What follows belongs to an exercise in optimizing a design on an open flow for small area and a short achievable clock period; a production flow would make more cautious choices.
In this exercise RTL edits were held to simulation tests only and were not proved equivalent to the original.
No activity file was given, so power comes from the tool's default toggle rates.

==> v29: inputs <==
==> flow/design.v (excerpt) <==
module banked_arbitrated_ram (
  input  logic        clk,
  input  logic        rst,
  input  logic [1:0]  we_i,
  output logic [1:0]  wrRdy_o,
  input  logic [11:0] wadr_i,
  input  logic [63:0] wdat_i,
  input  logic [7:0]  wbe_i,
  input  logic [1:0]  re_i,
  output logic [1:0]  rdRdy_o,
  input  logic [11:0] radr_i,
  output logic [1:0]  rvld_o,
  output logic [63:0] rdat_o,
  output logic        init_done_o
);
==> flow/config.mk <==
export PLATFORM = sky130hd
export DESIGN_NAME = banked_arbitrated_ram
export DESIGN_NICKNAME = banked_arbitrated_ram
export VERILOG_FILES = /design/flow/design.v
export SDC_FILE = /design/flow/constraint.sdc
export NUM_CORES = 4
export LEC_CHECK = 0
export CAP_MARGIN = 10
export CORE_MARGIN = 2
export CORE_UTILIZATION = 58
export CTS_CLUSTER_DIAMETER = 70
export CTS_CLUSTER_SIZE = 22
export GPL_TIMING_DRIVEN = 1
export SETUP_SLACK_MARGIN = 1.9
export SLEW_MARGIN = 10
export TNS_END_PERCENT = 5
==> flow/constraint.sdc <==
create_clock -name core_clock -period 4.2 [get_ports {clk}]
set_input_delay 0.8400 -clock core_clock [delete_from_list [all_inputs] [get_ports {clk}]]
set_output_delay 0.8400 -clock core_clock [all_outputs]
set_load 0.01 [all_outputs]
standard.sh (not shown) runs the stock make flow with config.mk's settings and CLKGATE_MAP_FILE= SYNTH_SCRIPT=/design/flow/synth_recipe.tcl, a recipe that flattens the netlist after the stock synthesis.
==> flow/flow/run.sh <==
#!/bin/bash
# Layout flow: the standard ORFS flow with two changes to how the layout
# is made: the input and output ports are buffered with a plain buffer cell
# instead of the delay buffer buffer_ports picks by default, and the buffers
# ABC inserts during synthesis are removed at floorplan so that placement-time
# repair rebuilds the fanout trees from the real placement. Synthesis is the
# standard one. Each tool's output goes to ORFS's per-step logs under orfs/logs
# and to the make_*.log files in the work folder.
set -euo pipefail
export BUFFER_PORTS_ARGS="-buffer_cell sky130_fd_sc_hd__buf_4"
export REMOVE_ABC_BUFFERS=1
bash standard.sh synth > make_synth.log 2>&1
bash standard.sh finish > make_finish.log 2>&1
==> v13: changes against v29 <==
- CORE_UTILIZATION: 58 -> 50
==> v30: changes against v29 <==
--- a/flow/design.v
+++ b/flow/design.v
@@ -84,22 +84,23 @@
         w_rbank_oh[p][b] = (radr_i[6*p +: 2] == 2'(b));
       end
       for (int j = 0; j < 16; j++) begin
         w_wrow_oh[p][j] = (wadr_i[6*p+2 +: 4] == 4'(j));
         w_rrow_oh[p][j] = (radr_i[6*p+2 +: 4] == 4'(j));
       end
     end
   logic [3:0][31:0] w_bank_rdat;
-  logic [3:0] r_wq0, r_wq1, r_rq0, r_rq1;
   logic [3:0]       w_wptr, w_rptr;
   logic [3:0][1:0]  w_nwptr, w_nrptr;
   for (genvar b = 0; b < 4; b++) begin : g_bank
     logic [1:0]  w_wreq, w_wgnt, w_rreq, w_rgnt;
     logic        w_widx, w_wany, w_ridx, w_rany;
+    logic        w_rsel1;
+    logic [15:0] w_rd_oh;
     logic [31:0] w_wd;
     logic [31:0] r_mem [16];
     always_comb
       for (int p = 0; p < 2; p++) begin
         w_wreq[p] = w_run & we_i[p] & w_wbank_oh[p][b];
         w_rreq[p] = w_run & re_i[p] & w_rbank_oh[p][b];
       end
     rr_arb_sync u_warb (
@@ -108,49 +109,35 @@
     );
     rr_arb_sync u_rarb (
       .clk(clk), .rst(rst), .i_req(w_rreq), .o_gnt(w_rgnt), .o_idx(w_ridx), .o_any(w_rany),
       .o_ptr(w_rptr[b])
     );
     assign w_nwptr[b] = rst ? 2'b00 : w_wany ? {1'b0, ~w_widx} : {1'b0, w_wptr[b]};
     assign w_nrptr[b] = rst ? 2'b00 : w_rany ? {1'b0, ~w_ridx} : {1'b0, w_rptr[b]};
     assign w_wd = (w_widx ? wdat_i[63:32] : wdat_i[31:0]) & {32{~w_init}};
-    logic [1:0]       w_wok;
-    logic [15:0]      w_wgo0, w_wgo1;
-    assign w_wok[0] = (we_i[1] & w_wbank_oh[1][b]) ? r_wq0[b] : (r_state == ST_RUN);
-    assign w_wok[1] = (we_i[0] & w_wbank_oh[0][b]) ? r_wq1[b] : (r_state == ST_RUN);
-    for (genvar j = 0; j < 16; j++) begin : g_wrow
-      assign w_wgo0[j] = w_wok[0] & (~rst & we_i[0] & w_wbank_oh[0][b] & w_wrow_oh[0][j]);
-      assign w_wgo1[j] = w_wok[1] & (~rst & we_i[1] & w_wbank_oh[1][b] & w_wrow_oh[1][j]);
-    end
     for (genvar j = 0; j < 16; j++) begin : g_row
       for (genvar k = 0; k < 4; k++) begin : g_byte
         logic w_en;
-        assign w_en = w_clr_row[j] | (w_wgo0[j] & wbe_i[k]) | (w_wgo1[j] & wbe_i[4+k]);
+        assign w_en = w_clr_row[j]
+                    | (w_wgnt[0] & w_wrow_oh[0][j] & wbe_i[k])
+                    | (w_wgnt[1] & w_wrow_oh[1][j] & wbe_i[4+k]);
         always_ff @(posedge clk)
           if (w_en) r_mem[j][8*k +: 8] <= w_wd[8*k +: 8];
       end
     end
-    logic        w_rsel1;
-    logic [15:0] w_rd_oh;
     assign w_rsel1 = re_i[1] & w_rbank_oh[1][b] & ~(re_i[0] & w_rbank_oh[0][b] & ~w_rptr[b]);
     assign w_rd_oh = w_rsel1 ? w_rrow_oh[1] : w_rrow_oh[0];
     always_comb begin
       w_bank_rdat[b] = '0;
       for (int j = 0; j < 16; j++)
         w_bank_rdat[b] = w_bank_rdat[b] | (r_mem[j] & {32{w_rd_oh[j]}});
     end
   end
-  logic [1:0][31:0] w_rword;
-  always_comb
-    for (int r = 0; r < 2; r++) begin
-      w_rword[r] = '0;
-      for (int b = 0; b < 4; b++)
-        w_rword[r] = w_rword[r] | (w_bank_rdat[b] & {32{w_rbank_oh[r][b]}});
-    end
+  logic [3:0] r_wq0, r_wq1, r_rq0, r_rq1;
   always_ff @(posedge clk)
     for (int b = 0; b < 4; b++) begin
       r_wq0[b] <= (w_nstate == ST_RUN) & ~w_nwptr[b][0];
       r_wq1[b] <= (w_nstate == ST_RUN) &  w_nwptr[b][0];
       r_rq0[b] <= (w_nstate == ST_RUN) & ~w_nrptr[b][0];
       r_rq1[b] <= (w_nstate == ST_RUN) &  w_nrptr[b][0];
     end
   logic       w_wconf, w_rconf;
@@ -167,17 +154,17 @@
   logic [1:0][31:0] r_rdat;
   always_ff @(posedge clk) begin
     if (rst) begin
       r_rvld <= '0;
       r_rdat <= '0;
     end else begin
       for (int r = 0; r < 2; r++) begin
         r_rvld[r] <= w_rd_rdy[r];
-        if (w_rd_rdy[r]) r_rdat[r] <= w_rword[r];
+        if (w_rd_rdy[r]) r_rdat[r] <= w_bank_rdat[w_rbank[r]];
       end
     end
   end
   assign wrRdy_o     = w_wr_rdy;
   assign rdRdy_o     = w_rd_rdy;
   assign rvld_o      = r_rvld;
   assign rdat_o      = r_rdat;
   assign init_done_o = (r_state == ST_RUN);
==> flow/run.sh (new file) <==
#!/bin/bash
# synth_recipe.tcl (not shown) runs the flow's synth.tcl, then flattens the netlist and writes it again
# the make line also repeats each setting of config.mk as NAME=value (left out here)
make -C /OpenROAD-flow-scripts/flow DESIGN_CONFIG=/design/flow/config.mk WORK_HOME=/design/flow/orfs CLKGATE_MAP_FILE= SYNTH_SCRIPT=/design/flow/synth_recipe.tcl finish
- CAP_MARGIN: 10 -> 20
- CORE_UTILIZATION: 58 -> 55
- CTS_CLUSTER_DIAMETER: 70 -> unset
- CTS_CLUSTER_SIZE: 22 -> unset
- GPL_TIMING_DRIVEN: 1 -> 0
- SETUP_SLACK_MARGIN: 1.9 -> 1.3
- SLEW_MARGIN: 10 -> 20
- TNS_END_PERCENT: 5 -> 10
removed: flow/flow/run.sh
removed: flow/standard.sh
==> v4: changes against v29 <==
- CORE_UTILIZATION: 58 -> 50
- CTS_CLUSTER_DIAMETER: 70 -> unset
- CTS_CLUSTER_SIZE: 22 -> unset
==> summary of the runs <==
Total power, lowest first: v29, v13, v4, v30. Sequential share of layout area: v30 is lower than v4 (4.6 points). Global-route usage, lowest first: v13, v4, v29, v30. Between v29 and v13, the lower design area is in v29 (gap about 0.8%, measured against v13). Maximum frequency, highest first: v29, v13, v4, v30. Non-clock buffer count, highest first: v30, v13, v4, v29. In die area, v13 and v4 do not differ. Combinational power is about the same in v4 and v13.
==> figures <==
	v29	v13	v30	v4
Outcome	no timing/DRC/antenna violations	no timing/DRC/antenna violations	no timing/DRC/antenna violations	no timing/DRC/antenna violations
Critical path data required time	4.88 ns	3.36 ns	5.02 ns	3.36 ns
Clock edge transition at the registers on the reported setup and hold paths	0.09 ns	0.07 ns	0.06 ns	0.06 ns
Final total power	0.04222 W	0.04270 W	0.04849 W	0.04734 W
Average wire per cell in the routed design	42.80 um	41.96 um	41.85 um	41.45 um
Hold slack	0.3328 ns	0.4195 ns	0.4583 ns	0.3768 ns
Final GP Congestion	1.115	1.045	1.172	1.045
Final worst path period share	0.7219	0.7323	0.8081	0.7461
CP startpoint	radr_i[0]	radr_i[6]	radr_i[8]	r_rq0[3]$_DFF_P_
Combinational power share	0.107	0.107	0.113	0.097
GRT met3 Usage	0.2242	0.1503	0.2241	0.1455
Starting utilization of the core area	0.5851	0.5020	0.5549	0.5020
Synth top area share	0.6621	0.6621	0.6362	0.6621
Worst relative slew slack	0.1686	0.02163	0.04194	0.1226
Synthesized-area fraction occupied by and/or/nand/nor cells	0.07781	0.07781	0.1281	0.07781
Worst setup slack after placement	-0.3872 ns	-0.07836 ns	-2.486 ns	-0.07836 ns
Fraction of met2 tracks used by global routing	0.6645	0.6107	0.6957	0.6212

separate check: timing with driven ports:
The flow's constraints put no driver on any port. The routed layouts listed below were extracted and timed again, unchanged, in two steps. Step 1: set_driving_cell puts a clkbuf_16 on clk and a buf_2 on each other input, an assumption about the parent block. Step 2, shift: input delay + t, output delay - t, t = (earliest + latest rising clock arrival at the registers) / 2. This alone moves slack from input paths to output paths. Three values: no drivers, after step 1, after step 2; two values: the first two.
run | shift t [ns] | setup WS [ns] | worst slew at a driven data input, ns | cell pins on the clock port's net
v29 | 0.911 | 1.168 / 1.097 / 0.253 | 0.24 | 1
v13 | 0.940 | 1.124 / 0.959 / 0.120 | 0.29 | 1
v30 | 1.010 | 0.806 / 0.728 / -0.146 | 0.38 | 1
v4 | 0.979 | 1.066 / 0.851 / 0.128 | 0.24 | 1
With both steps, setup timing fails in v30, where it was met with ideal ports. For v13, which loses most, drivers alone change the setup slack by -0.165 ns; drivers and shift together by -1.004 ns.
